What follows belongs to an exercise in optimizing a design on an open flow for small area and a short achievable clock period; a production flow would make more cautious choices.
The RTL was checked by simulation tests, not by an equivalence proof against the original design.
Power figures rest on the tool's default switching activity, not on a simulated workload.

==> flow/design.v <==
module inst_mem_responder #(
    parameter int MEM_WORDS = 256,
    parameter int MISS_LAT  = 4
) (
    input  logic        clk,
    input  logic        rst,
    input  logic [15:0] Addr,
    input  logic [15:0] DataIn,
    input  logic        Rd,
    input  logic        Wr,
    input  logic        createdump,
    output logic [15:0] DataOut,
    output logic        Done,
    output logic        Stall,
    output logic        CacheHit,
    output logic        err
);
    localparam int AW = $clog2(MEM_WORDS);
    localparam int CW = $clog2(MISS_LAT);
    localparam int NG = MEM_WORDS / 4;
    localparam int GW = AW - 2;
    logic          s_idle, s_fill, s_last, s_wr;
    logic [CW-1:0] cnt;
    logic [14:0]   lat_word;
    logic [15:0]   lat_data;
    logic          lat_inv;
    wire  [15:0]   lat_val  = lat_data ^ {16{lat_inv}};
    logic [7:0]    line_vld;
    logic [11:0]   line_tag [8];
    logic [15:0]   line_dat [8];
    wire [2:0]     req_idx  = Addr[3:1];
    wire [11:0]    req_tag  = Addr[15:4];
    wire [2:0]     lat_idx  = lat_word[2:0];
    wire [11:0]    lat_tag  = lat_word[14:3];
    wire [AW-1:0]  lat_midx = lat_word[AW-1:0];
    wire           unused_createdump = createdump;
    wire           rd_ok    = Rd & ~Wr & ~Addr[0];
    wire           wr_ok    = Wr & ~Rd & ~Addr[0];
    logic          req_hit;
    logic [95:0]   tag_flat;
    logic [127:0]  dat_flat;
    for (genvar i = 0; i < 8; i++) begin : g_flat
        assign tag_flat[12*i +: 12] = line_tag[i];
        assign dat_flat[16*i +: 16] = line_dat[i];
    end
    imr_resp u_resp (
        .Addr(Addr), .Rd(Rd), .Wr(Wr), .rst(rst),
        .s_idle(s_idle), .s_fill(s_fill), .s_last(s_last), .s_wr(s_wr),
        .line_vld(line_vld), .tag_flat(tag_flat), .dat_flat(dat_flat), .lat_data(lat_val),
        .DataOut(DataOut), .Done(Done), .Stall(Stall), .CacheHit(CacheHit), .err(err),
        .req_hit(req_hit)
    );
    wire           wr_line  = line_vld[lat_idx] && (line_tag[lat_idx][AW-4:0] == lat_tag[AW-4:0]);
    wire           acc_rd   = s_idle & rd_ok & ~req_hit;
    wire           acc_wr   = s_idle & wr_ok;
    wire           wr_go    = rst & s_wr;
    logic [15:0]   slot0 [NG];
    logic [15:0]   slot1 [NG];
    logic [15:0]   slot2 [NG];
    logic [15:0]   slot3 [NG];
    logic [2:0]    ph;
    logic [1:0]    pv;
    logic [AW-1:0] pa [2];
    logic [15:0]   pd [2];
    logic [1:0]    pl;           
    logic [1:0]    pm;           
    logic [1:0]    ins;
    logic [2:0]    pq [2];       
    logic [15:0]   pdx [2];      
    always_comb begin
        for (int e = 0; e < 2; e++) begin
            pq[e]  = 3'({1'b0, pa[e][1:0]} + ph);
            pl[e]  = pv[e] & (pq[e][1:0] == 2'd3);
            pm[e]  = pv[e] & (pa[e] == lat_midx);
            pdx[e] = pd[e] ^ {16{pq[e][2]}};
        end
        ins[0] = wr_go & (~pv[0] | pl[0]);
        ins[1] = wr_go & ~(~pv[0] | pl[0]);
    end
    always_ff @(posedge clk) begin
        ph <= ph + 3'd1;
        for (int e = 0; e < 2; e++) begin
            if (ins[e]) begin
                pv[e] <= 1'b1;
                pa[e] <= lat_midx;
                pd[e] <= lat_data;
            end else if (pl[e] | (wr_go & pm[e])) begin
                pv[e] <= 1'b0;
            end
        end
    end
    for (genvar g = 0; g < NG; g++) begin : g_grp
        wire l0 = pl[0] & (pa[0][AW-1:2] == GW'(g));
        wire l1 = pl[1] & (pa[1][AW-1:2] == GW'(g));
        always_ff @(posedge clk) begin
            slot0[g] <= ~(({16{l0}} & pdx[0]) | ({16{l1}} & pdx[1]) | ({16{~(l0 | l1)}} & slot3[g]));
            slot1[g] <= slot0[g];
            slot2[g] <= slot1[g];
            slot3[g] <= slot2[g];
        end
    end
    wire [AW-1:0]  rd_addr  = s_idle ? Addr[AW:1] : lat_midx;
    wire [2:0]     rd_q     = 3'({1'b0, rd_addr[1:0]} + ph);
    wire           rd_in0   = (rd_q[1:0] == 2'd0);
    logic [16*NG-1:0] slot0_flat;
    for (genvar g = 0; g < NG; g++) begin : g_s0
        assign slot0_flat[16*g +: 16] = slot0[g];
    end
    logic [15:0]   mem_rd;
    imr_read #(.NG(NG), .GW(GW)) u_read (
        .s_idle(s_idle), .req_grp(Addr[AW:3]), .lat_grp(lat_midx[AW-1:2]), .slot0_flat(slot0_flat),
        .rd(mem_rd)
    );
    logic [15:0]   rd_val;
    logic          rd_inv;
    always_comb begin
        rd_inv = 1'b0;
        if (pv[0] && pa[0] == rd_addr)
            rd_val = pd[0];
        else if (pv[1] && pa[1] == rd_addr)
            rd_val = pd[1];
        else begin
            rd_val = mem_rd;
            rd_inv = rd_q[2];
        end
    end
    always_ff @(posedge clk) begin
        if (!rst) begin
            s_idle   <= 1'b1;
            s_fill   <= 1'b0;
            s_last   <= 1'b0;
            s_wr     <= 1'b0;
            cnt      <= '0;
            line_vld <= 8'h00;
        end else begin
            s_idle <= (s_idle & ~acc_rd & ~acc_wr) | s_last | s_wr;
            s_wr   <= acc_wr;
            if (acc_rd) begin
                s_fill <= 1'b1;
                s_last <= 1'b0;
                cnt    <= CW'(MISS_LAT - 2);
            end else if (s_fill) begin
                s_fill <= (cnt != '0);
                s_last <= (cnt == '0);
                cnt    <= cnt - 1'b1;
            end else begin
                s_last <= 1'b0;
            end
            if (s_last) line_vld[lat_idx] <= 1'b1;
        end
    end
    always_ff @(posedge clk) begin
        if (acc_rd | acc_wr) lat_word <= Addr[15:1];
        if (acc_wr) begin
            lat_data <= DataIn;
            lat_inv  <= 1'b0;
        end else if ((s_idle | s_fill) && rd_in0) begin
            lat_data <= rd_val;
            lat_inv  <= rd_inv;
        end
        if (rst && s_last) begin
            line_tag[lat_idx] <= lat_tag;
            line_dat[lat_idx] <= lat_val;
        end
        if (wr_go && wr_line)
            line_dat[lat_idx] <= lat_data;
    end
endmodule
module imr_resp (
    input  logic [15:0]  Addr,
    input  logic         Rd,
    input  logic         Wr,
    input  logic         rst,
    input  logic         s_idle,
    input  logic         s_fill,
    input  logic         s_last,
    input  logic         s_wr,
    input  logic [7:0]   line_vld,
    input  logic [95:0]  tag_flat,
    input  logic [127:0] dat_flat,
    input  logic [15:0]  lat_data,
    output logic [15:0]  DataOut,
    output logic         Done,
    output logic         Stall,
    output logic         CacheHit,
    output logic         err,
    output logic         req_hit
);
    wire [2:0]     req_idx  = Addr[3:1];
    wire [11:0]    req_tag  = Addr[15:4];
    wire           rd_ok    = Rd & ~Wr & ~Addr[0];
    wire           wr_ok    = Wr & ~Rd & ~Addr[0];
    wire           req_err  = (Rd & Wr) | ((Rd | Wr) & Addr[0]);
    logic [7:0]    line_m;
    for (genvar i = 0; i < 8; i++) begin : g_m
        imr_match #(.IDX(i)) u_m (.tag(tag_flat[12*i +: 12]), .vld(line_vld[i]), .req_idx(req_idx),
                       .req_tag(req_tag), .m(line_m[i]));
    end
    wire           g_rd     = rst & s_idle & rd_ok;
    always_comb begin
        req_hit = |line_m;
        DataOut = {16{rst & s_last}} & lat_data;
        for (int i = 0; i < 8; i++)
            DataOut = DataOut | ({16{line_m[i]}} & {16{g_rd}} & dat_flat[16*i +: 16]);
    end
    assign CacheHit = g_rd & req_hit;
    assign err      = rst & s_idle & req_err;
    assign Done     = rst & ((s_idle & (req_err | (rd_ok & req_hit))) | s_last | s_wr);
    assign Stall    = rst & ((s_idle & (wr_ok | (rd_ok & ~req_hit))) | s_fill);
endmodule
module imr_match #(
    parameter int IDX = 0
) (
    input  logic [11:0] tag,
    input  logic        vld,
    input  logic [2:0]  req_idx,
    input  logic [11:0] req_tag,
    output logic        m
);
    assign m = vld & (req_idx == 3'(IDX)) & (tag == req_tag);
endmodule
module imr_read #(
    parameter int NG = 64,
    parameter int GW = 6
) (
    input  logic             s_idle,
    input  logic [GW-1:0]    req_grp,
    input  logic [GW-1:0]    lat_grp,
    input  logic [16*NG-1:0] slot0_flat,
    output logic [15:0]      rd
);
    always_comb begin
        rd = 16'h0000;
        for (int g = 0; g < NG; g++)
            rd = rd | ({16{s_idle ? (req_grp == GW'(g)) : (lat_grp == GW'(g))}} & slot0_flat[16*g +: 16]);
    end
endmodule
export LEC_CHECK = 0
export CAP_MARGIN = 20
export CORE_MARGIN = 2
export CORE_UTILIZATION = 40
export SETUP_SLACK_MARGIN = 2.0
export SLEW_MARGIN = 20
export SYNTH_HIERARCHICAL = 1
export SYNTH_MEMORY_MAX_BITS = 8192
create_clock -name core_clock -period 6.0 [get_ports {clk}]
standard.sh (not shown) runs the stock make flow with config.mk's settings and CLKGATE_MAP_FILE= SYNTH_SCRIPT=/design/flow/synth_recipe.tcl, a recipe that flattens the netlist after the stock synthesis.
==> flow/flow/run.sh <==
#!/bin/bash
set -euo pipefail
export BUFFER_PORTS_ARGS="-buffer_cell sky130_fd_sc_hd__buf_4"
export CTS_ARGS="-sink_clustering_enable -repair_clock_nets -dont_use_dummy_load -buf_list sky130_fd_sc_hd__clkbuf_8 -sink_clustering_size 20 -sink_clustering_max_diameter 40"
bash standard.sh > flow_make.log 2>&1
Next try:
--- a/flow/design.v
+++ b/flow/design.v
@@ -20,14 +20,12 @@
     localparam int NG = MEM_WORDS / 4;
     localparam int GW = AW - 2;
     logic          s_idle, s_fill, s_last, s_wr;
     logic [CW-1:0] cnt;
     logic [14:0]   lat_word;
     logic [15:0]   lat_data;
-    logic          lat_inv;
-    wire  [15:0]   lat_val  = lat_data ^ {16{lat_inv}};
     logic [7:0]    line_vld;
     logic [11:0]   line_tag [8];
     logic [15:0]   line_dat [8];
     wire [2:0]     req_idx  = Addr[3:1];
     wire [11:0]    req_tag  = Addr[15:4];
     wire [2:0]     lat_idx  = lat_word[2:0];
@@ -43,13 +41,13 @@
         assign tag_flat[12*i +: 12] = line_tag[i];
         assign dat_flat[16*i +: 16] = line_dat[i];
     end
     imr_resp u_resp (
         .Addr(Addr), .Rd(Rd), .Wr(Wr), .rst(rst),
         .s_idle(s_idle), .s_fill(s_fill), .s_last(s_last), .s_wr(s_wr),
-        .line_vld(line_vld), .tag_flat(tag_flat), .dat_flat(dat_flat), .lat_data(lat_val),
+        .line_vld(line_vld), .tag_flat(tag_flat), .dat_flat(dat_flat), .lat_data(lat_data),
         .DataOut(DataOut), .Done(Done), .Stall(Stall), .CacheHit(CacheHit), .err(err),
         .req_hit(req_hit)
     );
     wire           wr_line  = line_vld[lat_idx] && (line_tag[lat_idx][AW-4:0] == lat_tag[AW-4:0]);
     wire           acc_rd   = s_idle & rd_ok & ~req_hit;
     wire           acc_wr   = s_idle & wr_ok;
@@ -99,33 +97,24 @@
             slot3[g] <= slot2[g];
         end
     end
     wire [AW-1:0]  rd_addr  = s_idle ? Addr[AW:1] : lat_midx;
     wire [2:0]     rd_q     = 3'({1'b0, rd_addr[1:0]} + ph);
     wire           rd_in0   = (rd_q[1:0] == 2'd0);
-    logic [16*NG-1:0] slot0_flat;
-    for (genvar g = 0; g < NG; g++) begin : g_s0
-        assign slot0_flat[16*g +: 16] = slot0[g];
-    end
     logic [15:0]   mem_rd;
-    imr_read #(.NG(NG), .GW(GW)) u_read (
-        .s_idle(s_idle), .req_grp(Addr[AW:3]), .lat_grp(lat_midx[AW-1:2]), .slot0_flat(slot0_flat),
-        .rd(mem_rd)
-    );
     logic [15:0]   rd_val;
-    logic          rd_inv;
     always_comb begin
-        rd_inv = 1'b0;
+        mem_rd = 16'h0000;
+        for (int g = 0; g < NG; g++)
+            mem_rd = mem_rd | ({16{rd_addr[AW-1:2] == GW'(g)}} & slot0[g]);
         if (pv[0] && pa[0] == rd_addr)
             rd_val = pd[0];
         else if (pv[1] && pa[1] == rd_addr)
             rd_val = pd[1];
-        else begin
-            rd_val = mem_rd;
-            rd_inv = rd_q[2];
-        end
+        else
+            rd_val = mem_rd ^ {16{rd_q[2]}};
     end
     always_ff @(posedge clk) begin
         if (!rst) begin
             s_idle   <= 1'b1;
             s_fill   <= 1'b0;
             s_last   <= 1'b0;
@@ -148,22 +137,19 @@
             end
             if (s_last) line_vld[lat_idx] <= 1'b1;
         end
     end
     always_ff @(posedge clk) begin
         if (acc_rd | acc_wr) lat_word <= Addr[15:1];
-        if (acc_wr) begin
+        if (acc_wr)
             lat_data <= DataIn;
-            lat_inv  <= 1'b0;
-        end else if ((s_idle | s_fill) && rd_in0) begin
+        else if ((s_idle | s_fill) && rd_in0)
             lat_data <= rd_val;
-            lat_inv  <= rd_inv;
-        end
         if (rst && s_last) begin
             line_tag[lat_idx] <= lat_tag;
-            line_dat[lat_idx] <= lat_val;
+            line_dat[lat_idx] <= lat_data;
         end
         if (wr_go && wr_line)
             line_dat[lat_idx] <= lat_data;
     end
 endmodule
 module imr_resp (
@@ -216,22 +202,6 @@
     input  logic [2:0]  req_idx,
     input  logic [11:0] req_tag,
     output logic        m
 );
     assign m = vld & (req_idx == 3'(IDX)) & (tag == req_tag);
 endmodule
-module imr_read #(
-    parameter int NG = 64,
-    parameter int GW = 6
-) (
-    input  logic             s_idle,
-    input  logic [GW-1:0]    req_grp,
-    input  logic [GW-1:0]    lat_grp,
-    input  logic [16*NG-1:0] slot0_flat,
-    output logic [15:0]      rd
-);
-    always_comb begin
-        rd = 16'h0000;
-        for (int g = 0; g < NG; g++)
-            rd = rd | ({16{s_idle ? (req_grp == GW'(g)) : (lat_grp == GW'(g))}} & slot0_flat[16*g +: 16]);
-    end
-endmodule
Effect: The new run completed without violations. Count of clock-buffer cells in the layout falls by 7. Design area barely changes. Routed wire length falls by 0.96%. Global-route usage falls by 0.33 points. Hold slack got worse by 0.030 ns. Final cell count barely changes. Sequential share of layout area falls by 0.15 points. Synthesized cell count is about the same. Via count falls by 0.51%. Utilization rises by 0.39 points. Fmax falls by 3.0%. Combinational power rises by about 2%.

[static timing again, ports no longer ideal]
How much do the figures lean on ideal ports? The routed layouts below were timed once more, with nothing changed but the port constraints. Step 1: set_driving_cell puts a clkbuf_16 on clk and a buf_2 on each other input, an assumption about the parent block. Step 2 also shifts input and output timing later by t, the mid clock arrival at the registers, as if the neighbouring blocks saw the same clock. Three values: ideal, step 1, step 2; two values: the first two.
run	shift t [ns]	setup slack, ns	hold WS [ns]	clock arrival spread, ns	worst slew at a driven data input, ns
the first run	1.139	1.748 / 1.725 / 0.744	0.219 / 0.219 / 0.219	0.199 / 0.199	0.07
the second run	1.234	1.614 / 1.610 / 0.545	0.190 / 0.190 / 0.190	0.206 / 0.206	0.09
After both steps every run listed still meets setup and hold. The setup slack of the second run, which loses most, moves by -0.004 ns with the drivers and by -1.069 ns with both steps.
